Context: an optimization exercise on an open-source flow, tuned for small area. The choices shown serve that exercise and are no tape-out recipe.
Function was checked by simulation only, so behaviour that the tests miss may differ from the original.
Power is estimated from default activity; no workload was simulated.

--- design/flow/run.sh ---
#!/bin/bash
# synth_recipe.tcl (not shown) runs the flow's synth.tcl, then flattens the netlist and writes it again
# the make line also repeats each setting of config.mk as NAME=value (left out here)
make -C /OpenROAD-flow-scripts/flow DESIGN_CONFIG=/design/flow/config.mk WORK_HOME=/design/flow/orfs CLKGATE_MAP_FILE= SYNTH_SCRIPT=/design/flow/synth_recipe.tcl finish
--- design/flow/config.mk ---
export PLATFORM = sky130hd
export DESIGN_NAME = rv32_exec_cluster
export DESIGN_NICKNAME = rv32_exec_cluster
export VERILOG_FILES = /design/flow/design.v
export SDC_FILE = /design/flow/constraint.sdc
export NUM_CORES = 4
export LEC_CHECK = 0
export CAP_MARGIN = 20
export CORE_MARGIN = 2
export CORE_UTILIZATION = 40
export CTS_BUF_LIST = sky130_fd_sc_hd__clkbuf_16
export CTS_CLUSTER_DIAMETER = 50
export CTS_CLUSTER_SIZE = 20
export SLEW_MARGIN = 20
export SYNTH_HIERARCHICAL = 1
--- design/flow/constraint.sdc ---
create_clock -name core_clock -period 10.0 [get_ports {clk_i}]
set_input_delay 2.0000 -clock core_clock [delete_from_list [all_inputs] [get_ports {clk_i}]]
set_output_delay 2.0000 -clock core_clock [all_outputs]
set_load 0.01 [all_outputs]
--- design/flow/design.v ---
package rv32_isa_pkg;
    typedef enum logic [4:0] {
        OP_ADD    = 5'b00000,
        OP_SLL    = 5'b00001,
        OP_SLT    = 5'b00010,
        OP_SLTU   = 5'b00011,
        OP_XOR    = 5'b00100,
        OP_SRL    = 5'b00101,
        OP_OR     = 5'b00110,
        OP_AND    = 5'b00111,
        OP_SUB    = 5'b01000,
        OP_SRA    = 5'b01101,
        OP_MUL    = 5'b10000,
        OP_MULH   = 5'b10001,
        OP_MULHSU = 5'b10010,
        OP_MULHU  = 5'b10011,
        OP_DIV    = 5'b10100,
        OP_DIVU   = 5'b10101,
        OP_REM    = 5'b10110,
        OP_REMU   = 5'b10111
    } exec_op_e;
    function automatic logic is_muldiv(input exec_op_e op);
        is_muldiv = op[4];
    endfunction
endpackage
package rv32_flow_pkg;
    typedef logic [4-1:0] tag_t;
    typedef logic [$clog2(4 + 2)-1:0] credit_t;
    typedef enum logic [1:0] {
        MD_IDLE = 2'b00,
        MD_MUL  = 2'b01,
        MD_DIV  = 2'b10,
        MD_DONE = 2'b11   
    } md_state_e;
endpackage
`timescale 1ns/1ns
module rv32_exec_cluster (
    input  logic                   clk_i,
    input  logic                   rst_n_i,
    input  logic                   issue_valid_i,
    input  rv32_isa_pkg::exec_op_e issue_op_i,
    input  logic [32-1:0]       issue_a_i,
    input  logic [32-1:0]       issue_b_i,
    input  rv32_flow_pkg::tag_t    issue_tag_i,
    output logic                   issue_credit_o,
    input  logic                   res_credit_i,
    output logic                   res_valid_o,
    output rv32_flow_pkg::tag_t    res_tag_o,
    output logic [32-1:0]       res_data_o
);
    localparam logic [1:0] PH_PRE  = 2'd0;
    localparam logic [1:0] PH_MAIN = 2'd1;
    localparam logic [1:0] PH_POST = 2'd2;
    localparam logic [1:0] PH_DONE = 2'd3;
    logic [31:0] q_a   [3];
    logic [31:0] q_b   [3];
    logic [4:0]  q_op  [3];
    logic [3:0]  q_tag [3];
    logic [2:0]  q_wp, q_rp;   
    logic [1:0]  q_n;
    logic [31:0] h_a, h_b;
    logic [4:0]  h_op;
    logic        wv;
    logic [1:0]  ph;
    logic [5:0]  cnt;
    logic [4:0]  op;
    logic [3:0]  tag;
    logic [31:0] A, B;
    logic [32:0] ACC;
    logic        c, fneg;
    logic [2:0]  cr;
    logic done, pop, load;
    assign done = wv && (ph == PH_DONE);
    assign pop  = done && (cr != 3'd0);
    assign load = (q_n != 2'd0) && (!wv || pop);
    always_comb begin
        h_op = '0;
        h_a = '0;
        h_b = '0;
        for (int i = 0; i < 3; i++) begin
            h_op  = h_op  | (q_op[i]  & {5{q_rp[i]}});
            h_a[31] = h_a[31] | (q_a[i][31] & q_rp[i]);
            h_b[31] = h_b[31] | (q_b[i][31] & q_rp[i]);
        end
    end
    always_ff @(posedge clk_i) begin
        for (int i = 0; i < 3; i++) begin
            if (issue_valid_i && q_wp[i]) begin
                q_a[i]   <= issue_a_i;
                q_b[i]   <= issue_b_i;
                q_op[i]  <= issue_op_i;
                q_tag[i] <= issue_tag_i;
            end
        end
    end
    always_ff @(posedge clk_i) begin
        if (!rst_n_i) begin
            q_wp <= 3'b001;
            q_rp <= 3'b001;
            q_n  <= 2'd0;
            cr   <= 3'd0;
        end else begin
            if (issue_valid_i) q_wp <= {q_wp[1:0], q_wp[2]};
            if (load)          q_rp <= {q_rp[1:0], q_rp[2]};
            q_n <= q_n + 2'(issue_valid_i) - 2'(load);
            cr  <= cr + 3'(res_credit_i) - 3'(pop);
        end
    end
    logic is_md, is_mul, is_div, is_shift, is_slt, is_log, sgn_div, is_rem;
    logic mul_sa, mul_sb, mulh_any;
    assign is_md    = op[4];
    assign is_mul   = op[4] && !op[2];
    assign is_div   = op[4] && op[2];
    assign is_shift = !op[4] && (op[1:0] == 2'b01);
    assign is_slt   = !op[4] && (op[2:1] == 2'b01);
    assign is_log   = !op[4] && op[2] && (op[1:0] != 2'b01);   
    assign sgn_div  = !op[0];
    assign is_rem   = op[4] && op[2] && op[1];
    assign mul_sa   = (op[1:0] == 2'b01) || (op[1:0] == 2'b10);
    assign mul_sb   = (op[1:0] == 2'b01);
    assign mulh_any = (op[1:0] != 2'b00);
    logic last31, last32, sh_end;
    assign last31 = (cnt[4:0] == 5'd31);
    assign last32 = cnt[5];
    assign sh_end = (cnt[4:0] == B[4:0]);
    logic m_mul, m_div, m_chain, m_rot, m_shift, m_sltfix, m_neg, m_alu;
    assign m_mul    = (ph == PH_MAIN) && is_mul;
    assign m_alu    = (ph == PH_MAIN) && !is_md && !is_shift;
    assign m_div    = (ph == PH_MAIN) && is_div;
    assign m_chain  = (ph == PH_POST) && is_md && (is_mul || is_rem);
    assign m_shift  = (ph == PH_MAIN) && is_shift && !sh_end;
    assign m_sltfix = (ph == PH_POST) && !is_md;
    assign m_rot    = (ph == PH_PRE) || ((ph == PH_POST) && is_div && !is_rem) ||
                      ((ph == PH_MAIN) && !is_md && !is_shift);
    assign m_neg    = (ph == PH_PRE) || ((ph == PH_POST) && is_div && fneg);
    logic        inv, bext;
    logic [33:0] S;
    logic        ge;
    assign bext = m_div ? (sgn_div && B[31]) : (mul_sb && B[31]);
    logic [32:0] ax;
    logic [17:0] cl;
    logic [16:0] ch0, ch1;
    logic [15:0] sh0, sh1;
    assign ax    = {bext, B} ^ {33{inv}};
    assign cl[0] = inv;
    assign ch0[0] = 1'b0;
    assign ch1[0] = 1'b1;
    for (genvar i = 0; i < 17; i++) begin : g_lo
        assign S[i]    = ACC[i] ^ ax[i] ^ cl[i];
        assign cl[i+1] = (ACC[i] & ax[i]) | (ACC[i] & cl[i]) | (ax[i] & cl[i]);
    end
    for (genvar i = 0; i < 16; i++) begin : g_hi
        assign sh0[i]    = ACC[17+i] ^ ax[17+i] ^ ch0[i];
        assign ch0[i+1]  = (ACC[17+i] & ax[17+i]) | (ACC[17+i] & ch0[i]) | (ax[17+i] & ch0[i]);
        assign sh1[i]    = ACC[17+i] ^ ax[17+i] ^ ch1[i];
        assign ch1[i+1]  = (ACC[17+i] & ax[17+i]) | (ACC[17+i] & ch1[i]) | (ax[17+i] & ch1[i]);
    end
    assign S[32:17] = cl[17] ? sh1 : sh0;
    assign S[33]    = cl[17] ? ch1[16] : ch0[16];
    assign ge   = S[33];
    always_ff @(posedge clk_i) begin
        if (load)
            inv <= h_op[4] && h_op[2] && !(!h_op[0] && h_b[31]);
        else if (m_mul)
            inv <= (cnt[4:0] == 5'd31) && mul_sa;
    end
    logic Bj, P, Q, ci, s, co, first, cinit, negp, lt, tin;
    assign Bj    = B[0];   
    assign first = (m_chain && is_rem) ? (cnt == 6'd1) : (cnt == 6'd0);
    assign P     = m_mul ? (A[0] ? S[0] : ACC[0]) : (m_chain ? ACC[0] : A[0]);
    assign Q     = ((ph == PH_MAIN) && !is_md) ? (Bj ^ (op[3] || is_slt)) : 1'b0;
    assign cinit = m_neg || ((ph == PH_MAIN) && !is_md && (op[3] || is_slt)) ||
                   (m_chain && is_rem && fneg);
    assign ci    = first ? cinit : c;
    assign negp  = m_neg || (m_chain && is_rem && fneg);
    assign s     = (P ^ negp) ^ Q ^ ci;
    assign co    = ((P ^ negp) & Q) | ((P ^ negp) & ci) | (Q & ci);
    assign lt    = (!op[0] && (A[0] ^ Bj)) ^ !co;
    always_comb begin
        if (is_shift)                    tin = A[31] && op[3];
        else if (is_slt)                 tin = 1'b0;
        else if (is_log && op[1:0] == 2'b10) tin = A[0] | Bj;
        else if (is_log && op[1:0] == 2'b11) tin = A[0] & Bj;
        else if (is_log)                 tin = A[0] ^ Bj;
        else                             tin = s;
    end
    logic        a_l, a_r, bin;
    logic        d_s, d_a, u_s, u_a;
    logic [2:0]  ld;
    logic [5:0]  sel_a;
    logic [3:0]  sel_b, sel_c;
    logic [4:0]  sel_br;
    logic [31:0] a_nx, b_nx;
    logic [32:0] acc_nx;
    logic [3:0]  tag_nx;
    logic [4:0]  op_nx;
    assign ld    = q_rp & {3{load}};
    assign a_l   = m_div || (m_shift && !op[2]) || m_sltfix;
    assign a_r   = !a_l && (m_mul || m_chain || m_rot || m_shift);
    assign bin   = (m_div && ge) || (m_sltfix && c);
    assign sel_a = {ld, !load && a_l, !load && a_r, !load && !a_l && !a_r};
    assign sel_b = {ld, !load};
    assign sel_br = {ld, !load && !m_alu, !load && m_alu};
    assign d_s   = !load && m_div && ge;
    assign d_a   = !load && m_div && !ge;
    assign u_s   = !load && m_mul && A[0];
    assign u_a   = !load && !m_div && !(m_mul && A[0]);
    assign sel_c = {d_s, d_a, u_s, u_a};
    for (genvar k = 0; k < 32; k++) begin : g_ab
        rv32_ao6 u_a (.d({q_a[2][k], q_a[1][k], q_a[0][k],
                          (k == 0) ? bin : A[(k + 31) % 32],
                          (k == 31) ? tin : A[(k + 1) % 32], A[k]}),
                      .s(sel_a), .y(a_nx[k]));
        rv32_ao5 u_b (.d({q_b[2][k], q_b[1][k], q_b[0][k], B[k], B[(k + 1) % 32]}), .s(sel_br), .y(b_nx[k]));
    end
    for (genvar k = 0; k < 4; k++) begin : g_tag
        rv32_ao4 u_t (.d({q_tag[2][k], q_tag[1][k], q_tag[0][k], tag[k]}), .s(sel_b), .y(tag_nx[k]));
    end
    for (genvar k = 0; k < 5; k++) begin : g_op
        rv32_ao4 u_o (.d({q_op[2][k], q_op[1][k], q_op[0][k], op[k]}), .s(sel_b), .y(op_nx[k]));
    end
    rv32_ao4 u_c0 (.d({A[31], A[31], S[1], ACC[1]}), .s(sel_c), .y(acc_nx[0]));
    for (genvar k = 1; k < 32; k++) begin : g_c
        rv32_ao4 u_c (.d({S[k-1], ACC[k-1], S[k+1], ACC[k+1]}), .s(sel_c), .y(acc_nx[k]));
    end
    rv32_ao4 u_c32 (.d({S[31], ACC[31], mul_sb && S[32], m_mul && mul_sb && ACC[32]}),
                    .s(sel_c), .y(acc_nx[32]));
    always_ff @(posedge clk_i) begin
        A   <= a_nx;
        B   <= b_nx;
        op  <= op_nx;
        tag <= tag_nx;
        ACC <= acc_nx;
    end
    always_ff @(posedge clk_i) begin
        if (load) begin
            c    <= 1'b0;
            fneg <= h_op[4] && h_op[2] && !h_op[0] &&
                    (h_op[1] ? h_a[31] : (h_a[31] ^ h_b[31]));
        end else begin
            if ((ph == PH_MAIN) && is_slt && last31)
                c <= lt;
            else
                c <= co;
            if (m_div && cnt == 6'd0 && ge && !is_rem)
                fneg <= 1'b0;
        end
    end
    always_ff @(posedge clk_i) begin
        if (!rst_n_i) begin
            wv  <= 1'b0;
            ph  <= PH_DONE;
            cnt <= '0;
        end else if (load) begin
            wv  <= 1'b1;
            cnt <= {5'd0, h_op[4] && !h_op[2]};   
            ph  <= (h_op[4] && h_op[2] && !h_op[0] && h_a[31]) ? PH_PRE : PH_MAIN;
        end else if (pop) begin
            wv <= 1'b0;
        end else if (wv) begin
            cnt <= cnt + 6'd1;
            case (ph)
                PH_PRE: if (last31) begin
                    ph  <= PH_MAIN;
                    cnt <= '0;
                end
                PH_MAIN: begin
                    if (is_div) begin
                        if (last32) begin
                            ph  <= (is_rem || fneg) ? PH_POST : PH_DONE;
                            cnt <= '0;
                        end
                    end else if (is_shift) begin
                        if (sh_end) ph <= PH_DONE;
                    end else if (is_mul ? last32 : last31) begin
                        ph  <= ((is_mul && mulh_any) || is_slt) ? PH_POST : PH_DONE;
                        cnt <= '0;
                    end
                end
                PH_POST: begin
                    if (is_slt || (is_rem ? last32 : last31)) ph <= PH_DONE;
                end
                default: ;
            endcase
        end
    end
    assign res_valid_o    = pop;
    assign issue_credit_o = pop;
    assign res_tag_o      = tag;
    assign res_data_o     = A;
endmodule
module rv32_aoi3 (
    input  logic [2:0] d,
    input  logic [2:0] s,
    output logic       y
);
    assign y = !(|(d & s));
endmodule
module rv32_ao6 (
    input  logic [5:0] d,
    input  logic [5:0] s,
    output logic       y
);
    logic n0, n1;
    rv32_aoi3  u_lo (.d(d[2:0]), .s(s[2:0]), .y(n0));
    rv32_aoi3  u_hi (.d(d[5:3]), .s(s[5:3]), .y(n1));
    rv32_nand2 u_y  (.a(n0), .b(n1), .y(y));
endmodule
module rv32_ao4 (
    input  logic [3:0] d,
    input  logic [3:0] s,
    output logic       y
);
    logic n0, n1;
    rv32_aoi3  u_lo (.d(d[2:0]), .s(s[2:0]), .y(n0));
    rv32_nand2 u_n1 (.a(d[3]), .b(s[3]), .y(n1));
    rv32_nand2 u_y  (.a(n0), .b(n1), .y(y));
endmodule
module rv32_ao5 (
    input  logic [4:0] d,
    input  logic [4:0] s,
    output logic       y
);
    logic n0, n1;
    rv32_aoi3  u_lo (.d(d[2:0]), .s(s[2:0]), .y(n0));
    rv32_aoi2  u_hi (.d(d[4:3]), .s(s[4:3]), .y(n1));
    rv32_nand2 u_y  (.a(n0), .b(n1), .y(y));
endmodule
module rv32_aoi2 (
    input  logic [1:0] d,
    input  logic [1:0] s,
    output logic       y
);
    assign y = !(|(d & s));
endmodule
module rv32_nand2 (
    input  logic a,
    input  logic b,
    output logic y
);
    assign y = !(a && b);
endmodule
==> summary.md, run 1 <==
| Metric | Value |
|---|---|
| Status | `finished clean` |
| Ys async rst share | `0%` |
| Hpwl dp | `between 20,000 and 25,000 um` |
| TritonCTS clock tree | `built` |
| Final WL | `approximately 35,000 um` |
| Sw Pwr | `0.00198 W` |
| Number of antenna-violating nets in the routed design | `0` |
| Worst-path clk slew | `~0.080 ns` |
| Post-Syn Area per Cell | `around 13 um^2` |
| Distinct cells, synth | `64` |
| DRC errors left | `0` |
| CTS Buf Count | `34` |
| Compound-Gate Fraction of Synth Area | `between 10% and 20%` |
| Adder-Cell Fraction of Synth Area | `under 10%` |
| Post-Synth Simple-Gate Area | `under 10%` |
| Worst-margin pin slew | `about 0.89 ns` |
| Critical path class | `reg2reg` |
| Sw Ratio | `between 30% and 40%` |
| RSZ-0062 raised after global routing | `false` |
| Rel. slew slack | `roughly two fifths` |
| CP peak stage delay | `0.49 ns` |
| DRT Pass-1 Iters | `10` |
| Achievable Freq | `about 110 MHz` |
| Startpoint Class | `flip-flop` |
| Clk_skew | `0.0185 ns` |
| Worst EP arrival | `between 9 and 10 ns` |
| Mapped Area | `roughly 0.015 mm^2` |
| Post-synth top flop | `edfxtp_1` |
| Hold Buf Count CTS | `0` |
| Yosys warns | `11` |
| Clock sinks | `348` |
| Area Overhead vs Synth | `20.3%` |
| Seq/Total Area, Yosys | `between 60 and 70%` |
| PwrDens | `roughly 300 mW/mm^2` |
| Io pins | `about 120` |
| Fin Setup TNS | `0 ns` |
| First-pass GRT wire length | `between 50,000 and 60,000 um` |
| Wirelength per Cell | `20.1 um` |
| Slew Viols, Final | `0` |
| FP Rows | `70` |
| Placed cell count | `about 1,700` |
| 1st-iter DRT viols | `approximately 1,200` |
| Combinational power share | `a little under two fifths` |
| Clk root buf | `clkbuf_16` |
| Final setup viols | `0` |
| Die ar. | `~0.038 mm^2` |
| PostCTS Resize Cnt | `0` |
| XOR/XNOR share of the synthesized area | `between 3 and 4%` |
| Peak supply drop | `between 0.15 and 0.2 mV` |
| GPL Wtd Cong | `0.831` |
| Post-synthesis mux area share | `less than 1%` |
| Cell mode on critical path | `fa_1` |
| Final period utilization | `roughly 91%` |
| Cell at the slowest stage of the critical path | `o32ai_1` |
| Total gr overflow | `0` |
| Fin. Hold Viols | `0` |
| Flops & latches, synth | `around 350` |
| Initial antenna violation count | `0` |
| Layout Cells excl Fill | `between 1,500 and 2,000` |
| Min cycle time layout | `just over 9 ns` |
| Horiz. Die Dim | `around 200 um` |
| Via count | `a little over 10,000` |
| Die H | `just under 200 um` |
| Max cap viols | `0` |
| Min-delay worst type | `reg2reg` |
| Overall routing resource usage | `between 10% and 20%` |
| Power Internal | `between 0.003 and 0.004 W` |
| Starting Density | `about two fifths` |
| Largest family of logic cells by synthesized area | `compound AO/OA/AOI/OAI gates` |
| Inserted Diodes | `0` |
| Vias per cell | `between 5 and 6` |
| Share of cells above drive strength 1 | `10.6%` |
| WP data required | `10.38 ns` |
| Synthesized instance count | `around 1,100` |
| Design Area, Final | `0.0177 mm^2` |
| Static leakage | `around 6.5 nW` |
| CTS H-tree depth | `2` |
| Crit. End Element | `flip-flop` |
| Core Area | `0.0364 mm^2` |
| Post-CTS setup buffer count | `0` |
| CP Max Fanout | `5` |
| Clk pwr share | `24.7%` |
| Pin count of the biggest net entering global routing | `59` |
| Post-synth EDFFs | `about 220` |
| Post-DP Area | `about 0.017 mm^2` |
| Max Buffers Root-to-Sink | `3` |
| Seq pwr share | `approximately two fifths` |
| # port buffers | `between 100 and 150` |
| Worst skew pair latency | `around 0.52 ns` |
| Vias in the first global route | `roughly 10,000` |
| Fin nets | `between 1,000 and 1,500` |
| Syn Nets | `~1,200` |
## Yosys stat by module (local to each module, per instance), a selection
module / copies in the design / flops+latches / cell area [um^2] / cells
rv32_exec_cluster: 1 / 348 / 12400 / 790
rv32_aoi3: 138 / 0 / 10.0 / 1
rv32_nand2: 148 / 0 / 3.75 / 1
rv32_aoi2: 32 / 0 / 12.5 / 1
## layout make-up
cell class	count	area, um^2
fill	3204	18700
sequential	348	9180
multi-input combinational	683	5300
timing repair buffer	131	1270
clock buffer	35	876
tap	468	586
clock inverter	26	273
inverter	63	236
## kinds of logic after synthesis
| kind of cell | after synthesis |
|---|---|
| compound gates | 278 |
| flops | 348 |
| fa+ha+maj | 54 |
| buf+inv | 77 |
| simple gates | 288 |
| mux | 3 |
| xor+xnor | 60 |
## state kept, by name, indices dropped and copies added (netlist names)
name / flops
q_n: 2
tag: 4
q_wp: 3
A: 32
cr: 3
fneg: 1
q_a: 96
cnt: 6
q_rp: 3
q_tag: 12
q_b: 96
ph: 2
B: 32
c: 1
q_op: 15
inv: 1
ACC: 33
wv: 1
op: 5
## placed cells by master, fill, tap and decap left out, types with 5 or more instances in the layout
cell type	n
a211oi_1	7
a21oi_1	20
a222oi_1	144
a22oi_2	32
and2_1	11
and3_1	5
buf_4	17
clkbuf_16	35
clkdlybuf4s50_1	114
clkinvlp_4	5
dfxtp_1	127
edfxtp_1	221
fa_1	18
ha_1	36
inv_1	65
nand2_1	176
nand2b_1	8
nand3_1	7
nor2_1	33
nor2b_1	6
nor3_1	9
o21a_1	9
o21ai_0	12
o22ai_1	7
o32ai_1	5
or2_2	5
xnor2_1	35
xor2_1	24
## final timing paths
kind | start | endpoint | slack (ns) | cells past startpoint
min reg2reg | q_tag[2][2]$_DFFE_PP_ | tag[2]$_DFF_P_ | 0.44 | 2
max reg2reg | inv$_DFFE_PP_ | A[0]$_DFF_P_ | 0.92 | 28
max | inv$_DFFE_PP_ | A[0]$_DFF_P_ | 0.92 | 28
min | q_tag[2][2]$_DFFE_PP_ | tag[2]$_DFF_P_ | 0.44 | 2
## routing by layer
metal | vias to the layer above | wire length (um) | track usage [%]
li1 | 4713 | - | -
met1 | 5015 | 15500 | 23.8
met2 | 281 | 17000 | 31.1
met3 | 44 | 2110 | 3.73
met4 | 0 | 718 | 4.97
met5 | - | 0 | 0
## power by group through the flow
stage                     registers, W  logic [W]  clock network (W)
final                          0.00204    0.00195            0.00131
after global routing           0.00207    0.00217            0.00138
after CTS                      0.00204    0.00196            0.00134
after detailed placement       0.00207    0.00195                  0
after global placement         0.00207    0.00192                  0
after floorplan                0.00200    0.00134                  0
## Yosys cell counts (3+ instances only)
cell | count | area, um^2
edfxtp_1 | 221 | 6640
nand2_1 | 176 | 661
a222oi_1 | 144 | 1440
dfxtp_1 | 127 | 2540
inv_1 | 62 | 233
ha_1 | 36 | 450
nor2_1 | 35 | 131
xnor2_1 | 35 | 307
a22oi_2 | 32 | 400
xor2_1 | 24 | 210
a21oi_1 | 21 | 105
fa_1 | 18 | 360
and2_1 | 14 | 87.6
o21ai_0 | 12 | 60.1
nor3_1 | 10 | 50.1
and3_1 | 9 | 56.3
o21a_1 | 9 | 67.6
nand2b_1 | 8 | 50.1
a211oi_1 | 7 | 52.6
nand3_1 | 7 | 35.0
o22ai_1 | 7 | 43.8
clkbuf_1 | 6 | 22.5
nor2b_1 | 6 | 37.5
buf_2 | 5 | 25.0
o32ai_1 | 5 | 43.8
or2_2 | 5 | 31.3
a21o_1 | 4 | 30.0
a31oi_1 | 4 | 25.0
o211ai_1 | 4 | 30.0
o221ai_1 | 4 | 35.0
mux2i_1 | 3 | 30.0
nor3b_1 | 3 | 22.5
o21ai_1 | 3 | 15.0
## worst max-delay path: cells and delay by family (launching register included)
family	cells	cell delay, ns
buffers and inverters	2	0.18
AOI/OAI and AO/OA	7	1.70
and+or+nand+nor	3	0.68
adders and majority gates	16	5.94
DFF	1	0.41
## per-stage QoR
| stage | worst slack, ns | utilization (%) | power, W | hold WS, ns |
|---|---|---|---|---|
| floorplan | 0.131 | - | 0.00334 | 0.412 |
| global placement | 1.10 | 45.5 | 0.00398 | 0.415 |
| detailed placement | 0.984 | 45.5 | 0.00402 | 0.418 |
| CTS | 0.939 | 48.6 | 0.00533 | 0.441 |
| global route | 0.382 | 48.6 | 0.00563 | 0.461 |
| finish | 0.918 | 48.6 | 0.00530 | 0.439 |
==> run 2, diff against run 1 <==
==> design/flow/flow/run.sh (new file) <==
#!/bin/bash
# Layout: the standard flow (standard.sh) unchanged, with two placement
# and clock-tree options passed through the environment to the ORFS scripts:
#  - each port gets the platform's smallest buffer (buf_1) instead of the
#    default choice, clkdlybuf4s50_1;
#  - the clock tree is built from clkbuf_16 with sink clusters of at most
#    20 flip-flops, without dummy loads.
# The make output goes to flow_make.log; ORFS keeps each step's log under orfs/logs.
set -euo pipefail
export BUFFER_PORTS_ARGS="-buffer_cell sky130_fd_sc_hd__buf_1"
export CTS_ARGS="-sink_clustering_enable -repair_clock_nets -buf_list sky130_fd_sc_hd__clkbuf_8 -sink_clustering_size 16 -sink_clustering_max_diameter 50 -dont_use_dummy_load"
bash standard.sh > flow_make.log 2>&1
==> design/flow/standard.sh (new file) <==
#!/bin/bash
# synth_recipe.tcl (not shown) runs the flow's synth.tcl, then flattens the netlist and writes it again
# the make line also repeats each setting of config.mk as NAME=value (left out here)
make -C /OpenROAD-flow-scripts/flow DESIGN_CONFIG=/design/flow/config.mk WORK_HOME=/design/flow/orfs CLKGATE_MAP_FILE= SYNTH_SCRIPT=/design/flow/synth_recipe.tcl "${@:-finish}"
--- a/design/flow/config.mk
+++ b/design/flow/config.mk
@@ -8,8 +8,5 @@
 export CAP_MARGIN = 20
 export CORE_MARGIN = 2
 export CORE_UTILIZATION = 40
-export CTS_BUF_LIST = sky130_fd_sc_hd__clkbuf_16
-export CTS_CLUSTER_DIAMETER = 50
-export CTS_CLUSTER_SIZE = 20
 export SLEW_MARGIN = 20
 export SYNTH_HIERARCHICAL = 1
removed: design/flow/run.sh
==> summary.md, run 2 <==
| Metric | Value |
|---|---|
| Status | `finished clean` |
| Achievable Freq | `110 MHz (+0.12%)` |
| GPL Wtd Cong | `0.850 (+2.3%)` |
| Area occupied by multi-input gates | `0.00530 mm^2 (unchanged)` |
| Dominant cells by area after synthesis | `edfxtp_1, dfxtp_1, a222oi_1` |
| Min cycle time layout | `9.07 ns (-0.0107 ns)` |
| Clk root buf | `clkbuf_8` |
| Die H | `196 um (unchanged)` |
| Post-CTS setup buffer count | `0 (unchanged)` |
| Hpwl dp | `22,000 um (-0.49%)` |
| CTS H-tree depth | `2 (unchanged)` |
| Fin worst setup slack | `0.929 ns (+0.0107 ns)` |
| DRC errors left | `0 (unchanged)` |
| Largest regs | `q_a: 96 flops, q_b: 96 flops, ACC: 33 flops` |
| Vias in the first global route | `10,100 (+0.70%)` |
| Worst skew pair latency | `0.57 ns (+0.05 ns)` |
| Overall routing resource usage | `18.1% (-0.13 points)` |
| Cell mode on critical path | `fa_1` |
| Via count | `10,000 (-0.17%)` |
| Initial antenna violation count | `0 (unchanged)` |
| Vias per cell | `5.81 (+1.4%)` |
| RSZ-0062 raised after global routing | `false` |
| Max cap viols | `0 (unchanged)` |
| Total gr overflow | `0 (unchanged)` |
| Max Buffers Root-to-Sink | `3 (unchanged)` |
| Top cells by count, synth | `edfxtp_1, nand2_1, a222oi_1, dfxtp_1, inv_1` |
| Design Area, Final | `0.0163 mm^2 (-7.9%)` |
| WP data required | `10.36 ns (-0.02 ns)` |
| DRT Pass-1 Iters | `10 (unchanged)` |
| Clk_skew | `0.0922 ns (+0.0737 ns)` |
| FP Rows | `70 (unchanged)` |
| Synthesized instance count | `1,108 (unchanged)` |
| Cell at the slowest stage of the critical path | `fa_1` |
| Worst-path clk slew | `0.09 ns (about the same)` |
| # port buffers | `114 (unchanged)` |
| Critical path class | `reg2reg` |
| Post-Place Setup Slack | `0.894 ns (-0.0898 ns)` |
| Synth area leader | `edfxtp_1` |
| Startpoint Class | `flip-flop` |
| Core Area | `0.0364 mm^2 (unchanged)` |
| PostCTS Resize Cnt | `0 (unchanged)` |
| TritonCTS clock tree | `built` |
| Fin Setup TNS | `0 ns (unchanged)` |
| Io pins | `115 (unchanged)` |
| Static leakage | `5.86 nW (-9.6%)` |
| Clock sinks | `348 (unchanged)` |
| Final period utilization | `90.7% (-0.11 points)` |
| R2R depth | `28 (unchanged)` |
| Post-synth top flop | `edfxtp_1` |
| Fin. Hold Viols | `0 (unchanged)` |
| Wirelength per Cell | `20.2 um (+0.15%)` |
| Starting Density | `40.4% (unchanged)` |
| Number of antenna-violating nets in the routed design | `0 (unchanged)` |
| CP peak stage delay | `0.43 ns (-0.06 ns)` |
| Hold Crit Depth | `2 (unchanged)` |
| Fin nets | `1,392 (unchanged)` |
| 1st-iter DRT viols | `1,228 (+2.8%)` |
| Post-DP Area | `0.0159 mm^2 (-4.3%)` |
| Share of cells above drive strength 1 | `8.90% (-1.7 points)` |
| Post-synth EDFFs | `221 (unchanged)` |
| Final setup viols | `0 (unchanged)` |
| First-pass GRT wire length | `55,700 um (+0.22%)` |
| PwrDens | `284 mW/mm^2 (-5.0%)` |
| Fill count | `3,365 (+5.0%)` |
| Top-area cell type share of the netlist area | `45.1% (unchanged)` |
| Yosys warns | `11 (unchanged)` |
| Final WL | `34,800 um (-1.4%)` |
| Ys async rst share | `0% (unchanged)` |
| Horiz. Die Dim | `196 um (unchanged)` |
| Seq/Total Area, Yosys | `62.3% (unchanged)` |
| Die ar. | `0.0384 mm^2 (unchanged)` |
| Area Overhead vs Synth | `10.8%` |
| Most frequent cells in the layout | `edfxtp_1, nand2_1, a222oi_1, dfxtp_1, buf_1` |
| Inserted Diodes | `0 (unchanged)` |
| Commonest non-fill, non-tap cell in the layout | `edfxtp_1` |
| Slew Viols, Final | `0 (unchanged)` |
| CTS Buf Count | `34 (unchanged)` |
| Peak supply drop | `0.180 mV (+3.3%)` |
| Reg area | `0.00918 mm^2 (unchanged)` |
| Most common cell in the netlist | `edfxtp_1` |
| Mapped Area | `0.0147 mm^2 (unchanged)` |
| Worst EP arrival | `9.44 ns (-0.03 ns)` |
| Rel. slew slack | `38.2% (-2.8 points)` |
| Min-delay worst type | `reg2reg` |
| Pin count of the biggest net entering global routing | `62 (+5.1%)` |
| CP Max Fanout | `19 (+14)` |
| Worst-margin pin slew | `0.923 ns (+0.0372 ns)` |
| Flops & latches, synth | `348 (unchanged)` |
| Hold Buf Count CTS | `0 (unchanged)` |
| Crit. End Element | `flip-flop` |
| Syn Nets | `1,239 (unchanged)` |
| Distinct cells, synth | `64 (unchanged)` |
| Post-Syn Area per Cell | `13.3 um^2 (unchanged)` |
## run 2: cell counts after synthesis
Identical to the previous run, type by type.
## run 2: where the power goes
| group | internal [W] | switching, W | leakage, nW |
|---|---|---|---|
| logic | 0.000732 | 0.00112 | 2.52 |
| registers | 0.00177 | 0.000273 | 3.09 |
| clock network | 0.000304 | 0.000438 | 0.244 |
## run 2: metal layers
layer  GRT usage, %  part of all wire (%)
met4           5.13                   2.4
met1           23.5                    42
met5              0                     0
met2           30.6                    48
met3           3.97                   7.1
## run 2: worst paths after layout
check / startpoint / endpoint / slack (ns)
setup / recovery: inv$_DFFE_PP_ / A[0]$_DFF_P_ / 0.93
hold / removal: q_a[1][25]$_DFFE_PP_ / A[25]$_DFF_P_ / 0.40
setup reg to reg: inv$_DFFE_PP_ / A[0]$_DFF_P_ / 0.93
hold reg to reg: q_a[1][25]$_DFFE_PP_ / A[25]$_DFF_P_ / 0.40
## run 2: modules after synthesis, one instance, submodules excluded, a selection
module | copies in the design | area [um^2] | flip-flops and latches
rv32_aoi2 | 32 | 12.5 | 0
rv32_exec_cluster | 1 | 12400 | 348
rv32_nand2 | 148 | 3.75 | 0
rv32_aoi3 | 138 | 10.0 | 0
## run 2: kinds of logic (layout without fill, tap and decap cells)
family,count (synthesis),in the layout,synth area share (%)
and+or+nand+nor,288,288,8.77
DFF,348,348,62.3
adders and majority gates,54,54,5.51
xor gates and xnor gates,60,60,3.62
buffers and inverters,77,228,2.13
muxes,3,3,0.204
AOI/OAI and AO/OA,278,278,17.4
## run 2: worst max-delay path, delay by kind of cell (launching register included)
kind | cells | cell delay (ns)
xor gates and xnor gates | 1 | 0.22
DFF | 1 | 0.36
buffers and inverters | 2 | 0.37
AOI/OAI and AO/OA | 6 | 1.39
adders and majority gates | 16 | 5.93
and+or+nand+nor | 3 | 0.67
## run 2: layout make-up
cell class	count	share of cell area, %
flip-flops and latches	348	56.2
multi-input cells	683	32.5
well taps	468	3.59
repair buffers	131	3.40
clock buffers	34	2.87
inverters	63	1.45
## run 2: per-stage QoR
step / power (W) / instances / utilization (%) / hold WS [ns]
2_1_floorplan: 0.00334 / 1108 / - / 0.412
3_3_place_gp: 0.00388 / 1693 / 43.5 / 0.417
3_5_place_dp: 0.00392 / 1693 / 43.5 / 0.429
4_1_cts: 0.00466 / 1727 / 44.8 / 0.401
5_1_grt: 0.00497 / 1727 / 44.8 / 0.419
6_report: 0.00463 / 1727 / 44.8 / 0.400
==> run 3, diff against run 2 <==
--- a/design/flow/flow/run.sh
+++ b/design/flow/flow/run.sh
@@ -8,5 +8,5 @@
 # The make output goes to flow_make.log; ORFS keeps each step's log under orfs/logs.
 set -euo pipefail
 export BUFFER_PORTS_ARGS="-buffer_cell sky130_fd_sc_hd__buf_1"
-export CTS_ARGS="-sink_clustering_enable -repair_clock_nets -buf_list sky130_fd_sc_hd__clkbuf_8 -sink_clustering_size 16 -sink_clustering_max_diameter 50 -dont_use_dummy_load"
+export CTS_ARGS="-sink_clustering_enable -repair_clock_nets -buf_list sky130_fd_sc_hd__clkbuf_16 -sink_clustering_size 20 -sink_clustering_max_diameter 50 -dont_use_dummy_load"
 bash standard.sh > flow_make.log 2>&1
==> summary.md, run 3 <==
| Metric | Value |
|---|---|
| Final WL | `35,000 um (+0.48%)` |
| DRC errors left | `0 (unchanged)` |
| GPL Wtd Cong | `0.850 (unchanged)` |
| Flops & latches, synth | `348 (unchanged)` |
| Placed cell count | `1,693 (unchanged)` |
| CTS H-tree depth | `2 (unchanged)` |
| Hold Buf Count CTS | `0 (unchanged)` |
| TritonCTS clock tree | `built` |
| Vias in the first global route | `10,100 (+0.020%)` |
| Seq/Total Area, Yosys | `62.3% (unchanged)` |
| First-pass GRT wire length | `55,700 um (about the same)` |
| Fin util | `45.8% (+1.1 points)` |
| Fill count | `3,312 (-1.6%)` |
| Post-Place Setup Slack | `0.894 ns (unchanged)` |
| Inserted Diodes | `0 (unchanged)` |
| Post-synth top flop | `edfxtp_1` |
| Max Buffers Root-to-Sink | `3 (unchanged)` |
| Worst-margin pin slew | `0.946 ns (+0.0238 ns)` |
| R2R Path End | `A[0]$_DFF_P_` |
| Core Area | `0.0364 mm^2 (unchanged)` |
| Wirelength per Cell | `20.3 um (+0.48%)` |
| Startpoint Class | `flip-flop` |
| Post-Syn Area per Cell | `13.3 um^2 (unchanged)` |
| Mapped Area | `0.0147 mm^2 (unchanged)` |
| Syn Nets | `1,239 (unchanged)` |
| CP peak stage delay | `0.43 ns (about the same)` |
| DRT Pass-1 Iters | `13 (+3)` |
| Peak supply drop | `0.204 mV (+13%)` |
| Post-DP Area | `0.0159 mm^2 (unchanged)` |
| Synthesized instance count | `1,108 (unchanged)` |
| Commonest non-fill, non-tap cell in the layout | `edfxtp_1` |
| 1st-iter DRT viols | `1,246 (+1.5%)` |
| Worst hold endpoint | `tag[0]$_DFF_P_` |
| Starting Density | `40.4% (unchanged)` |
| # port buffers | `114 (unchanged)` |
| Io pins | `115 (unchanged)` |
| Number of antenna-violating nets in the routed design | `0 (unchanged)` |
| Slew Viols, Final | `0 (unchanged)` |
| Dominant cells by area after synthesis | `edfxtp_1, dfxtp_1, a222oi_1` |
| Horiz. Die Dim | `196 um (unchanged)` |
| Reg2reg setup slack | `0.92 ns (about the same)` |
| Post-synth EDFFs | `221 (unchanged)` |
| Post-CTS setup buffer count | `0 (unchanged)` |
| Fin Setup TNS | `0 ns (unchanged)` |
| Hold_sp | `q_tag[2][0]$_DFFE_PP_` |
| R2r startpoint | `inv$_DFFE_PP_` |
| PostCTS Resize Cnt | `0 (unchanged)` |
| Clk root buf | `clkbuf_16` |
| Final setup viols | `0 (unchanged)` |
| Distinct cells, synth | `64 (unchanged)` |
| Hold Crit Depth | `2 (unchanged)` |
| Most frequent cells in the layout | `edfxtp_1, nand2_1, a222oi_1, dfxtp_1, buf_1` |
| Most common cell in the netlist | `edfxtp_1` |
| Yosys warns | `11 (unchanged)` |
| Initial antenna violation count | `0 (unchanged)` |
| Layout Cells excl Fill | `1,727 (unchanged)` |
| CTS Buf Count | `34 (unchanged)` |
| Worst-path clk slew | `0.07 ns (-0.02 ns)` |
| Fin. Hold Viols | `0 (unchanged)` |
| Worst Setup SP | `inv$_DFFE_PP_` |
| Ys async rst share | `0% (unchanged)` |
| Worst skew pair latency | `0.51 ns (-0.06 ns)` |
| Design Area, Final | `0.0167 mm^2 (+2.3%)` |
| Worst EP arrival | `9.42 ns (-0.02 ns)` |
| Max cap viols | `0 (unchanged)` |
| Via count | `10,100 (+0.51%)` |
| PwrDens | `298 mW/mm^2 (+4.8%)` |
| Crit. End Element | `flip-flop` |
| Min-delay worst type | `reg2reg` |
| Cell mode on critical path | `fa_1` |
| FP Rows | `70 (unchanged)` |
| Critical path class | `reg2reg` |
| Achievable Freq | `110 MHz (about the same)` |
| Cell at the slowest stage of the critical path | `fa_1` |
| Clk_skew | `0.0522 ns (-0.0401 ns)` |
| Share of cells above drive strength 1 | `8.90% (unchanged)` |
| Top cells by count, synth | `edfxtp_1, nand2_1, a222oi_1, dfxtp_1, inv_1` |
| Vias per cell | `5.84 (+0.51%)` |
| Die H | `196 um (unchanged)` |
| Overall routing resource usage | `18.1% (about the same)` |
| Total gr overflow | `0 (unchanged)` |
| R2R depth | `28 (unchanged)` |
| Pin count of the biggest net entering global routing | `62 (unchanged)` |
| Status | `finished clean` |
| Final period utilization | `90.8% (about the same)` |
| Clock sinks | `348 (unchanged)` |
| RSZ-0062 raised after global routing | `false` |
| Area Overhead vs Synth | `13.4%` |
| Fin worst setup slack | `0.921 ns (-0.00719 ns)` |
| Static leakage | `6.03 nW (+3.0%)` |
| Hpwl dp | `22,000 um (unchanged)` |
| Die ar. | `0.0384 mm^2 (unchanged)` |
| Fin nets | `1,392 (unchanged)` |
| CP Max Fanout | `19 (unchanged)` |
| Synth area leader | `edfxtp_1` |
| Rel. slew slack | `36.6% (-1.6 points)` |
| Largest regs | `q_a: 96 flops, q_b: 96 flops, ACC: 33 flops` |
| Min cycle time layout | `9.08 ns (+0.00719 ns)` |
| WP data required | `10.34 ns (-0.02 ns)` |
| Top-area cell type share of the netlist area | `45.1% (unchanged)` |
[run 3: cell count changes in the layout (fill, tap and decap cells not counted)]
cell / delta
clkbuf_8: -34
clkbuf_16: +34
[run 3: per-stage QoR]
stage	power, W	hold WS, ns
2_1_floorplan	0.00334	0.412
3_3_place_gp	0.00388	0.417
3_5_place_dp	0.00392	0.429
4_1_cts	0.00500	0.430
5_1_grt	0.00531	0.443
6_report	0.00497	0.423
[run 3: cells by family (layout without fill, tap and decap cells)]
group | after synthesis | in the layout | synth area share (%)
AND/OR/NAND/NOR | 288 | 288 | 8.77
buffers and inverters | 77 | 228 | 2.13
flip-flops | 348 | 348 | 62.3
XOR/XNOR | 60 | 60 | 3.62
adder cells (fa/ha/maj) | 54 | 54 | 5.51
multiplexers | 3 | 3 | 0.204
AO/OA/AOI/OAI | 278 | 278 | 17.4
[run 3: how the worst max path moves through the flow]
stage	end	cells past startpoint
after floorplan	ACC[0]$_DFF_P_	31
after global placement	A[0]$_DFF_P_	28
after detailed placement	A[0]$_DFF_P_	28
after CTS	A[0]$_DFF_P_	28
after global routing	ACC[2]$_DFF_P_	29
final	A[0]$_DFF_P_	28
[run 3: modules after synthesis, one instance, submodules excluded, a selection]
module,area [um^2],flip-flops and latches
rv32_aoi3,10.0,0
rv32_aoi2,12.5,0
rv32_nand2,3.75,0
rv32_exec_cluster,12400,348
[run 3: per-layer routing]
layer,vias up,routed length (um),GRT usage [%]
met5,-,0,0
met1,5022,14900,23.8
met2,316,16900,30.7
li1,4698,-,-
met3,51,2410,3.76
met4,0,763,4.94
[run 3: final cells by class]
type	instances	area, um^2	share of cell area, %
timing repair buffer	131	556	3.33
clock buffer	34	851	5.09
multi-input combinational	683	5300	31.7
inverter	63	236	1.42
sequential	348	9180	55.0
tap	468	586	3.51
[run 3: power breakdown]
part / switching, W / internal, W
clock network: 0.000475 / 0.000597
logic: 0.00112 / 0.000732
registers: 0.000272 / 0.00177
[run 3: worst max-delay path, delay by kind of cell (launching register included)]
kind	cells	cell delay [ns]
xor gates and xnor gates	1	0.23
adders and majority gates	16	5.95
and+or+nand+nor	3	0.66
buffers and inverters	2	0.37
DFF	1	0.36
AOI/OAI and AO/OA	6	1.39
==> run 4, diff against run 3 <==
--- a/design/flow/design.v
+++ b/design/flow/design.v
@@ -67,7 +67,7 @@
     logic [3:0]  tag;
     logic [31:0] A, B;
     logic [32:0] ACC;
-    logic        c, fneg;
+    logic        c, fneg, nb, cb;
     logic [2:0]  cr;
     logic done, pop, load;
     assign done = wv && (ph == PH_DONE);
@@ -132,17 +132,17 @@
     assign m_sltfix = (ph == PH_POST) && !is_md;
     assign m_rot    = (ph == PH_PRE) || ((ph == PH_POST) && is_div && !is_rem) ||
                       ((ph == PH_MAIN) && !is_md && !is_shift);
-    assign m_neg    = (ph == PH_PRE) || ((ph == PH_POST) && is_div && fneg);
-    logic        inv, bext;
+    assign m_neg    = ((ph == PH_PRE) || ((ph == PH_POST) && is_div && !is_rem)) && fneg;
+    logic        bext;
     logic [33:0] S;
     logic        ge;
-    assign bext = m_div ? (sgn_div && B[31]) : (mul_sb && B[31]);
+    assign bext = m_div ? cb : (mul_sb && B[31]);
     logic [32:0] ax;
     logic [17:0] cl;
     logic [16:0] ch0, ch1;
     logic [15:0] sh0, sh1;
-    assign ax    = {bext, B} ^ {33{inv}};
-    assign cl[0] = inv;
+    assign ax    = {bext, B};
+    assign cl[0] = 1'b0;
     assign ch0[0] = 1'b0;
     assign ch1[0] = 1'b1;
     for (genvar i = 0; i < 17; i++) begin : g_lo
@@ -157,27 +157,22 @@
     end
     assign S[32:17] = cl[17] ? sh1 : sh0;
     assign S[33]    = cl[17] ? ch1[16] : ch0[16];
-    assign ge   = S[33];
-    always_ff @(posedge clk_i) begin
-        if (load)
-            inv <= h_op[4] && h_op[2] && !(!h_op[0] && h_b[31]);
-        else if (m_mul)
-            inv <= (cnt[4:0] == 5'd31) && mul_sa;
-    end
+    assign ge   = S[33] || !cb;
     logic Bj, P, Q, ci, s, co, first, cinit, negp, lt, tin;
     assign Bj    = B[0];   
     assign first = (m_chain && is_rem) ? (cnt == 6'd1) : (cnt == 6'd0);
     assign P     = m_mul ? (A[0] ? S[0] : ACC[0]) : (m_chain ? ACC[0] : A[0]);
     assign Q     = ((ph == PH_MAIN) && !is_md) ? (Bj ^ (op[3] || is_slt)) : 1'b0;
     assign cinit = m_neg || ((ph == PH_MAIN) && !is_md && (op[3] || is_slt)) ||
-                   (m_chain && is_rem && fneg);
+                   (m_chain && fneg && (is_rem || !c));
     assign ci    = first ? cinit : c;
-    assign negp  = m_neg || (m_chain && is_rem && fneg);
+    assign negp  = m_neg || (m_chain && fneg);
     assign s     = (P ^ negp) ^ Q ^ ci;
     assign co    = ((P ^ negp) & Q) | ((P ^ negp) & ci) | (Q & ci);
     assign lt    = (!op[0] && (A[0] ^ Bj)) ^ !co;
     always_comb begin
-        if (is_shift)                    tin = A[31] && op[3];
+        if (m_mul)                       tin = P;
+        else if (is_shift)               tin = A[31] && op[3];
         else if (is_slt)                 tin = 1'b0;
         else if (is_log && op[1:0] == 2'b10) tin = A[0] | Bj;
         else if (is_log && op[1:0] == 2'b11) tin = A[0] & Bj;
@@ -189,7 +184,10 @@
     logic [2:0]  ld;
     logic [5:0]  sel_a;
     logic [3:0]  sel_b, sel_c;
-    logic [4:0]  sel_br;
+    logic [5:0]  sel_br;
+    logic        b_rot, b_top;
+    assign b_rot = m_alu || (ph == PH_PRE);
+    assign b_top = B[0] ^ (nb && cb && (ph == PH_PRE));
     logic [31:0] a_nx, b_nx;
     logic [32:0] acc_nx;
     logic [3:0]  tag_nx;
@@ -200,7 +198,8 @@
     assign bin   = (m_div && ge) || (m_sltfix && c);
     assign sel_a = {ld, !load && a_l, !load && a_r, !load && !a_l && !a_r};
     assign sel_b = {ld, !load};
-    assign sel_br = {ld, !load && !m_alu, !load && m_alu};
+    assign sel_br = {ld, !load && !b_rot && (ph == PH_MAIN), !load && !b_rot && (ph != PH_MAIN),
+                     !load && b_rot};
     assign d_s   = !load && m_div && ge;
     assign d_a   = !load && m_div && !ge;
     assign u_s   = !load && m_mul && A[0];
@@ -211,7 +210,8 @@
                           (k == 0) ? bin : A[(k + 31) % 32],
                           (k == 31) ? tin : A[(k + 1) % 32], A[k]}),
                       .s(sel_a), .y(a_nx[k]));
-        rv32_ao5 u_b (.d({q_b[2][k], q_b[1][k], q_b[0][k], B[k], B[(k + 1) % 32]}), .s(sel_br), .y(b_nx[k]));
+        rv32_ao6 u_b (.d({q_b[2][k], q_b[1][k], q_b[0][k], B[k], B[k], (k == 31) ? b_top : B[k + 1]}),
+                      .s(sel_br), .y(b_nx[k]));
     end
     for (genvar k = 0; k < 4; k++) begin : g_tag
         rv32_ao4 u_t (.d({q_tag[2][k], q_tag[1][k], q_tag[0][k], tag[k]}), .s(sel_b), .y(tag_nx[k]));
@@ -232,18 +232,26 @@
         tag <= tag_nx;
         ACC <= acc_nx;
     end
+    logic h_sa;
+    assign h_sa = h_op[4] && (h_op[2] ? !h_op[0] : ((h_op[1:0] == 2'b01) || (h_op[1:0] == 2'b10)))
+                  && h_a[31];
     always_ff @(posedge clk_i) begin
         if (load) begin
             c    <= 1'b0;
-            fneg <= h_op[4] && h_op[2] && !h_op[0] &&
-                    (h_op[1] ? h_a[31] : (h_a[31] ^ h_b[31]));
+            fneg <= h_sa;
+            nb   <= h_op[4] && h_op[2] && !(!h_op[0] && h_b[31]);
+            cb   <= !(h_op[4] && h_op[2] && !(!h_op[0] && h_b[31]));
         end else begin
             if ((ph == PH_MAIN) && is_slt && last31)
                 c <= lt;
+            else if (m_mul)
+                c <= (c && cnt != 6'd1) || P;   
             else
                 c <= co;
-            if (m_div && cnt == 6'd0 && ge && !is_rem)
-                fneg <= 1'b0;
+            if ((ph == PH_PRE) && nb)
+                cb <= cb || B[0];
+            if (m_div && cnt == 6'd0 && !is_rem)
+                fneg <= (fneg ^ !nb) && !ge;
         end
     end
     always_ff @(posedge clk_i) begin
@@ -253,8 +261,8 @@
             cnt <= '0;
         end else if (load) begin
             wv  <= 1'b1;
-            cnt <= {5'd0, h_op[4] && !h_op[2]};   
-            ph  <= (h_op[4] && h_op[2] && !h_op[0] && h_a[31]) ? PH_PRE : PH_MAIN;
+            cnt <= {5'd0, h_op[4] && !h_op[2] && !h_sa};   
+            ph  <= ((h_op[4] && h_op[2]) || h_sa) ? PH_PRE : PH_MAIN;
         end else if (pop) begin
             wv <= 1'b0;
         end else if (wv) begin
@@ -262,7 +270,7 @@
             case (ph)
                 PH_PRE: if (last31) begin
                     ph  <= PH_MAIN;
-                    cnt <= '0;
+                    cnt <= {5'd0, is_mul};
                 end
                 PH_MAIN: begin
                     if (is_div) begin
@@ -316,23 +324,6 @@
     rv32_nand2 u_n1 (.a(d[3]), .b(s[3]), .y(n1));
     rv32_nand2 u_y  (.a(n0), .b(n1), .y(y));
 endmodule
-module rv32_ao5 (
-    input  logic [4:0] d,
-    input  logic [4:0] s,
-    output logic       y
-);
-    logic n0, n1;
-    rv32_aoi3  u_lo (.d(d[2:0]), .s(s[2:0]), .y(n0));
-    rv32_aoi2  u_hi (.d(d[4:3]), .s(s[4:3]), .y(n1));
-    rv32_nand2 u_y  (.a(n0), .b(n1), .y(y));
-endmodule
-module rv32_aoi2 (
-    input  logic [1:0] d,
-    input  logic [1:0] s,
-    output logic       y
-);
-    assign y = !(|(d & s));
-endmodule
 module rv32_nand2 (
     input  logic a,
     input  logic b,
==> design/flow/flow/run.sh (replaced) <==
#!/bin/bash
# Layout: the standard flow (standard.sh) unchanged, with two placement
# and clock-tree options passed through the environment to the ORFS scripts:
#  - each port gets the platform's smallest buffer (buf_1) instead of the
#    default choice, clkdlybuf4s50_1;
#  - the clock tree is built from clkbuf_8 with sink clusters of at most
#    16 flip-flops within 50 um, without dummy loads.
# The make output goes to flow_make.log; ORFS keeps each step's log under orfs/logs.
set -euo pipefail
export BUFFER_PORTS_ARGS="-buffer_cell sky130_fd_sc_hd__buf_1"
export CTS_ARGS="-sink_clustering_enable -repair_clock_nets -buf_list sky130_fd_sc_hd__clkbuf_8 -sink_clustering_size 20 -sink_clustering_max_diameter 50 -dont_use_dummy_load"
bash standard.sh > flow_make.log 2>&1
--- a/design/flow/config.mk
+++ b/design/flow/config.mk
@@ -7,6 +7,6 @@
 export LEC_CHECK = 0
 export CAP_MARGIN = 20
 export CORE_MARGIN = 2
-export CORE_UTILIZATION = 40
+export CORE_UTILIZATION = 60
 export SLEW_MARGIN = 20
 export SYNTH_HIERARCHICAL = 1
==> summary.md, run 4 <==
| Metric | Value |
|---|---|
| Hold Buf Count CTS | `0 (unchanged)` |
| Largest family of logic cells by synthesized area | `compound AO/OA/AOI/OAI gates` |
| Final period utilization | `91.9% (+1.2 points)` |
| Post-synth EDFFs | `222 (+0.45%)` |
| Status | `finished clean` |
| Total gr overflow | `0 (unchanged)` |
| Peak supply drop | `0.172 mV (-16%)` |
| Crit. End Element | `flip-flop` |
| Rel. slew slack | `45.9% (+9.3 points)` |
| Overall routing resource usage | `23.9% (+5.8 points)` |
| Clock sinks | `349 (+0.29%)` |
| # port buffers | `114 (unchanged)` |
| RSZ-0062 raised after global routing | `false` |
| Fin nets | `1,298 (-6.8%)` |
| Die H | `158 um (-20%)` |
| Wirelength per Cell | `20.1 um (-0.77%)` |
| Pin count of the biggest net entering global routing | `62 (unchanged)` |
| Synth area leader | `edfxtp_1` |
| Dominant cells by area after synthesis | `edfxtp_1, dfxtp_1, a222oi_1` |
| R2r startpoint | `B[0]$_DFF_P_` |
| Most common cell in the netlist | `edfxtp_1` |
| CP Max Fanout | `33 (+14)` |
| Final hold slack | `0.408 ns (-0.0154 ns)` |
| Horiz. Die Dim | `158 um (-20%)` |
| XOR/XNOR share of the synthesized area | `1.92% (-1.7 points)` |
| Top-area cell type share of the netlist area | `47.1% (+2.1 points)` |
| Top cells by count, synth | `edfxtp_1, a222oi_1, nand2_1, dfxtp_1, ha_1` |
| Vias per cell | `6.44 (+10%)` |
| FP Rows | `56 (-20%)` |
| Worst Setup SP | `B[0]$_DFF_P_` |
| DRC errors left | `0 (unchanged)` |
| Ys async rst share | `0% (unchanged)` |
| Worst EP arrival | `9.62 ns (+0.20 ns)` |
| Most frequent cells in the layout | `edfxtp_1, a222oi_1, nand2_1, dfxtp_1, buf_1` |
| PostCTS Resize Cnt | `0 (unchanged)` |
| Slew Viols, Final | `0 (unchanged)` |
| Post-synth top flop | `edfxtp_1` |
| Layout Cells excl Fill | `1,488 (-14%)` |
| Flops & latches, synth | `349 (+0.29%)` |
| Mapped Area | `0.0141 mm^2 (-4.0%)` |
| First-pass GRT wire length | `46,700 um (-16%)` |
| TritonCTS clock tree | `built` |
| Achievable Freq | `109 MHz (-1.3%)` |
| CTS H-tree depth | `1 (-1)` |
| Commonest non-fill, non-tap cell in the layout | `edfxtp_1` |
| Placed cell count | `1,455 (-14%)` |
| CTS Buf Count | `31 (-8.8%)` |
| Post-Syn Area per Cell | `13.9 um^2 (+4.3%)` |
| Max cap viols | `0 (unchanged)` |
| Largest regs | `q_a: 96 flops, q_b: 96 flops, ACC: 33 flops` |
| Critical path class | `reg2reg` |
| Starting Density | `60.6% (+20 points)` |
| Worst-margin pin slew | `0.812 ns (-0.134 ns)` |
| 1st-iter DRT viols | `1,381 (+11%)` |
| Min-delay worst type | `reg2reg` |
| Via count | `9,583 (-5.0%)` |
| Synthesized instance count | `1,020 (-7.9%)` |
| Yosys warns | `11 (unchanged)` |
| Syn Nets | `1,148 (-7.3%)` |
| DRT Pass-1 Iters | `13 (unchanged)` |
| Number of antenna-violating nets in the routed design | `0 (unchanged)` |
| Fin. Hold Viols | `0 (unchanged)` |
| Final WL | `29,900 um (-14%)` |
| Seq/Total Area, Yosys | `65.1% (+2.8 points)` |
| Share of cells above drive strength 1 | `6.85% (-2.0 points)` |
| Hpwl dp | `18,400 um (-16%)` |
| Max Buffers Root-to-Sink | `3 (unchanged)` |
| Post-Synth Simple-Gate Area | `8.48% (-0.28 points)` |
| Vias in the first global route | `9,021 (-11%)` |
| Initial antenna violation count | `1 (+1)` |
| Post-CTS setup buffer count | `0 (unchanged)` |
| Post-synthesis mux area share | `0.442% (+0.24 points)` |
| Reg2reg setup slack | `0.81 ns (-0.12 ns)` |
| WP data required | `10.42 ns (+0.08 ns)` |
| Adder-Cell Fraction of Synth Area | `5.47% (-0.038 points)` |
| Area Overhead vs Synth | `9.50%` |
| Fin Setup TNS | `0 ns (unchanged)` |
| Startpoint Class | `flip-flop` |
| Clk_skew | `0.100 ns (+0.0482 ns)` |
| Hold_sp | `q_a[1][5]$_DFFE_PP_` |
| Distinct cells, synth | `66 (+3.1%)` |
| Min cycle time layout | `9.19 ns (+0.116 ns)` |
| Compound-Gate Fraction of Synth Area | `17.4% (-0.042 points)` |
| Io pins | `115 (unchanged)` |
| Static leakage | `5.67 nW (-6.0%)` |
| GPL Wtd Cong | `0.884 (+4.0%)` |
| Core Area | `0.0233 mm^2 (-36%)` |
| Worst skew pair latency | `0.63 ns (+0.12 ns)` |
| PwrDens | `279 mW/mm^2 (-6.2%)` |
| Clk root buf | `clkbuf_8` |
| Die ar. | `0.0248 mm^2 (-35%)` |
| Final setup viols | `0 (unchanged)` |
| Worst-path clk slew | `0.11 ns (+0.04 ns)` |
run 4: final timing paths:
kind                           to  cells past startpoint
setup / recovery  ACC[18]$_DFF_P_                     25
hold / removal       A[5]$_DFF_P_                      2
setup reg to reg  ACC[18]$_DFF_P_                     25
hold reg to reg      A[5]$_DFF_P_                      2
run 4: cell families after synthesis:
family | Yosys count
DFF | 349
AOI/OAI and AO/OA | 274
and+or+nand+nor | 274
adders and majority gates | 51
buffers and inverters | 35
xor gates and xnor gates | 31
muxes | 6
run 4: area by class of cell:
cell class,instances,area [um^2]
diodes,1,2.50
clock buffers,31,427
fillers,1803,7850
inverters,22,82.6
multi-input cells,636,4810
flip-flops and latches,349,9210
well taps,319,399
repair buffers,130,556
run 4: per-layer routing:
layer	GRT usage, %	wire (um)	vias to the layer above
li1	-	-	4514
met1	33.4	13000	4662
met2	39.1	14100	363
met3	5.23	2390	44
met4	5.06	507	0
met5	0	0	-
run 4: power breakdown:
group          total (W)  internal, W  switching, W
sequential       0.00208      0.00179      0.000289
clock           0.000681     0.000274      0.000407
combinational    0.00156     0.000647      0.000913
run 4: per-module statistics from Yosys, one instance, submodules excluded, excerpt:
module,cells inside,times used
rv32_aoi3,1,170
rv32_exec_cluster,702,1
rv32_nand2,1,148
run 4: stage by stage:
step	worst slack (ns)	util, %	instance area [um^2]	power (W)
after floorplan	1.06	-	14100	0.00317
after global placement	0.705	64.5	15000	0.00363
after detailed placement	0.645	64.5	15000	0.00365
after CTS	0.553	66.3	15500	0.00433
after global routing	0.364	66.4	15500	0.00462
final	0.805	66.4	15500	0.00432
run 4: worst max-delay path, cell delays in order (launching register included):
cell and delay (ns):
dfxtp_1 0.39, ha_1 0.23, fa_1 0.38, fa_1 0.39, fa_1 0.39, fa_1 0.39, fa_1 0.39, fa_1 0.39
fa_1 0.39, fa_1 0.39, fa_1 0.39, fa_1 0.39, fa_1 0.39, fa_1 0.39, fa_1 0.40, fa_1 0.41
fa_1 0.40, fa_1 0.43, nand2b_1 0.18, a21oi_1 0.32, o21bai_2 0.16, a21o_4 0.23, o21a_4 0.25, o2111a_2 0.50
a222oi_1 0.39, nand2_1 0.09
==> run 5, diff against run 4 <==
--- a/design/flow/flow/run.sh
+++ b/design/flow/flow/run.sh
@@ -8,5 +8,5 @@
 # The make output goes to flow_make.log; ORFS keeps each step's log under orfs/logs.
 set -euo pipefail
 export BUFFER_PORTS_ARGS="-buffer_cell sky130_fd_sc_hd__buf_1"
-export CTS_ARGS="-sink_clustering_enable -repair_clock_nets -buf_list sky130_fd_sc_hd__clkbuf_8 -sink_clustering_size 20 -sink_clustering_max_diameter 50 -dont_use_dummy_load"
+export CTS_ARGS="-sink_clustering_enable -repair_clock_nets -buf_list sky130_fd_sc_hd__clkbuf_8 -sink_clustering_size 16 -sink_clustering_max_diameter 50 -dont_use_dummy_load"
 bash standard.sh > flow_make.log 2>&1
--- a/design/flow/config.mk
+++ b/design/flow/config.mk
@@ -7,6 +7,7 @@
 export LEC_CHECK = 0
 export CAP_MARGIN = 20
 export CORE_MARGIN = 2
-export CORE_UTILIZATION = 60
+export CORE_UTILIZATION = 40
+export GPL_TIMING_DRIVEN = 0
 export SLEW_MARGIN = 20
 export SYNTH_HIERARCHICAL = 1
==> summary.md, run 5 <==
| Metric | Value |
|---|---|
| CTS Buf Count | `31 (unchanged)` |
| Final setup viols | `0 (unchanged)` |
| Share of cells above drive strength 1 | `7.39% (+0.54 points)` |
| Worst EP arrival | `9.89 ns (+0.27 ns)` |
| Horiz. Die Dim | `192 um (+22%)` |
| Worst skew pair latency | `0.61 ns (-0.02 ns)` |
| Ys async rst share | `0% (unchanged)` |
| Status | `finished clean` |
| Startpoint Class | `flip-flop` |
| Synth area leader | `edfxtp_1` |
| Crit. End Element | `flip-flop` |
| Initial antenna violation count | `3 (+2)` |
| Fin. Hold Viols | `0 (unchanged)` |
| Critical path class | `reg2reg` |
| Top-area cell type share of the netlist area | `47.1% (unchanged)` |
| Flops & latches, synth | `349 (unchanged)` |
| Post-synth top flop | `edfxtp_1` |
| Max cap viols | `0 (unchanged)` |
| Slew Viols, Final | `0 (unchanged)` |
| Post-Syn Area per Cell | `13.9 um^2 (unchanged)` |
| Clk_skew | `0.0456 ns (-0.0547 ns)` |
| Die H | `192 um (+22%)` |
| Number of antenna-violating nets in the routed design | `0 (unchanged)` |
| DRC errors left | `0 (unchanged)` |
| Mapped Area | `0.0141 mm^2 (unchanged)` |
| Min-delay worst type | `reg2reg` |
| Final WL | `32,300 um (+7.9%)` |
| Hpwl dp | `20,900 um (+13%)` |
| Fin util | `45.8% (-21 points)` |
| Post-synth EDFFs | `222 (unchanged)` |
| Io pins | `115 (unchanged)` |
| Starting Density | `40.7% (-20 points)` |
| Fin worst setup slack | `0.631 ns (-0.174 ns)` |
| Max Buffers Root-to-Sink | `3 (unchanged)` |
| Synthesized instance count | `1,020 (unchanged)` |
| RSZ-0062 raised after global routing | `false` |
| Wirelength per Cell | `19.7 um (-1.8%)` |
| Final period utilization | `93.7% (+1.7 points)` |
| Static leakage | `5.76 nW (+1.5%)` |
| CP Max Fanout | `18 (-45%)` |
| Core Area | `0.0347 mm^2 (+49%)` |
| Peak supply drop | `0.150 mV (-13%)` |
| Design Area, Final | `0.0159 mm^2 (+2.6%)` |
| Achievable Freq | `107 MHz (-1.9%)` |
| Vias in the first global route | `9,325 (+3.4%)` |
| Rel. slew slack | `43.9% (-2.0 points)` |
| Top cells by count, synth | `edfxtp_1, a222oi_1, nand2_1, dfxtp_1, ha_1` |
| Die ar. | `0.0369 mm^2 (+49%)` |
| Total gr overflow | `0 (unchanged)` |
| Distinct cells, synth | `66 (unchanged)` |
| DRT Pass-1 Iters | `13 (unchanged)` |
| Clk root buf | `clkbuf_8` |
| # port buffers | `114 (unchanged)` |
| Post-DP Area | `0.0155 mm^2 (+2.8%)` |
| Overall routing resource usage | `17.6% (-6.4 points)` |
| GPL Wtd Cong | `0.875 (-0.96%)` |
| Clock sinks | `349 (unchanged)` |
| Syn Nets | `1,148 (unchanged)` |
| Hold Buf Count CTS | `0 (unchanged)` |
| Post-Place Setup Slack | `0.510 ns (-0.134 ns)` |
| Commonest non-fill, non-tap cell in the layout | `edfxtp_1` |
| Via count | `9,715 (+1.4%)` |
| Seq/Total Area, Yosys | `65.1% (unchanged)` |
| PwrDens | `278 mW/mm^2 (-0.40%)` |
| Most common cell in the netlist | `edfxtp_1` |
| Fin nets | `1,308 (+0.77%)` |
| Pin count of the biggest net entering global routing | `56 (-9.7%)` |
| Dominant cells by area after synthesis | `edfxtp_1, dfxtp_1, a222oi_1` |
| First-pass GRT wire length | `51,600 um (+10%)` |
| Min cycle time layout | `9.37 ns (+0.174 ns)` |
| Yosys warns | `11 (unchanged)` |
| Post-CTS setup buffer count | `0 (unchanged)` |
| Area Overhead vs Synth | `12.4%` |
| Most frequent cells in the layout | `edfxtp_1, a222oi_1, nand2_1, dfxtp_1, buf_1` |
| Worst-path clk slew | `0.09 ns (-0.02 ns)` |
| PostCTS Resize Cnt | `0 (unchanged)` |
| WP data required | `10.52 ns (+0.10 ns)` |
| Fill count | `3,221 (+79%)` |
| CTS H-tree depth | `1 (unchanged)` |
| Largest regs | `q_a: 96 flops, q_b: 96 flops, ACC: 33 flops` |
| FP Rows | `68 (+21%)` |
| 1st-iter DRT viols | `1,235 (-11%)` |
| TritonCTS clock tree | `built` |
| Vias per cell | `5.94 (-7.7%)` |
| Worst-margin pin slew | `0.837 ns (+0.0251 ns)` |
## run 5: cells by family (layout without fill, tap and decap cells)
kind of cell	Yosys count	after routing	share of synthesized area, %
mux	6	6	0.442
compound gates	274	274	17.4
simple gates	274	274	8.48
xor+xnor	31	31	1.92
buf+inv	35	193	1.18
flops	349	349	65.1
other cells	0	2	0
fa+ha+maj	51	51	5.47
## run 5: cell type report
cell class,instances,area [um^2],area share (%)
antenna,2,5.00,0.0315
timing repair buffer,127,674,4.24
buffer,13,83.8,0.527
inverter,22,82.6,0.520
clock buffer,31,427,2.68
multi-input combinational,636,4840,30.5
sequential,349,9210,57.9
tap,455,569,3.58
## run 5: worst paths after layout
kind                                           start         endpoint  slack, ns  depth (start not counted)
worst max register to register          B[0]$_DFF_P_  ACC[18]$_DFF_P_       0.63                         26
worst min-delay path            q_op[2][3]$_DFFE_PP_    op[3]$_DFF_P_       0.42                          2
worst min register to register  q_op[2][3]$_DFFE_PP_    op[3]$_DFF_P_       0.42                          2
worst max-delay path                    B[0]$_DFF_P_  ACC[18]$_DFF_P_       0.63                         26
## run 5: routing by layer
metal	vias to the layer above	global-route usage (%)	share of wire (%)
li1	4528	-	-
met1	4809	22.7	42
met2	332	30.1	48
met3	44	4.04	7.9
met4	2	4.02	1.7
met5	-	0	0.043
## run 5: stage by stage
step	setup TNS [ns]	hold slack, ns	instances	total power (W)
4_1_cts	0	0.425	1633	0.00445
5_1_grt	0	0.454	1634	0.00472
3_5_place_dp	0	0.420	1602	0.00375
3_3_place_gp	-2.53	0.417	1589	0.00366
6_report	0	0.423	1635	0.00442
2_1_floorplan	0	0.412	1020	0.00317
## run 5: per-module statistics from Yosys (local to each module, per instance), a selection
module / cells inside / copies in the design / cell area (um^2)
rv32_aoi3: 1 / 170 / 10.0
rv32_exec_cluster: 702 / 1 / 11900
rv32_nand2: 1 / 148 / 3.75
## run 5: critical path: stages (launching register included)
cell,delay [ns]
dfxtp_1,0.43
ha_1,0.25
fa_1,0.38
fa_1,0.39
fa_1,0.39
fa_1,0.39
fa_1,0.40
fa_1,0.39
fa_1,0.39
fa_1,0.39
fa_1,0.39
fa_1,0.39
fa_1,0.40
fa_1,0.41
fa_1,0.41
fa_1,0.39
fa_1,0.40
fa_1,0.43
nand2b_1,0.18
a21oi_1,0.31
o21bai_2,0.17
a21o_4,0.24
o21a_4,0.25
a211oi_4,0.73
buf_6,0.26
nand2_1,0.07
nand2_1,0.05
## run 5: report_power, final
group | leakage (nW) | total (W) | switching [W] | internal (W)
clock | 0.223 | 0.000703 | 0.000429 | 0.000274
combinational | 2.43 | 0.00165 | 0.000963 | 0.000686
sequential | 3.10 | 0.00207 | 0.000274 | 0.00179
total | 5.76 | 0.00442 | 0.00167 | 0.00275

[afterwards: timing with drivers on the ports]
No port has a modelled driver above. Below, the same layouts with a new extraction and two added sets of constraints. Step 1, drivers: a clkbuf_16 drives clk_i and a buf_2 each remaining input, both assumed. Step 2, shift: input delay + t, output delay - t, t = (earliest + latest rising clock arrival at the registers) / 2. This alone moves slack from input paths to output paths. a / b / c = no drivers / after step 1 / after step 2; a / b = the first two.
run | t (ns) | slack for setup (ns)
run 1 | 0.564 | 0.918 / 0.918 / 0.918
run 2 | 0.569 | 0.929 / 0.929 / 0.929
run 3 | 0.535 | 0.921 / 0.921 / 0.921
run 4 | 0.624 | 0.805 / 0.805 / 0.805
run 5 | 0.632 | 0.631 / 0.631 / 0.631
After both steps setup and hold are still met in every run listed.
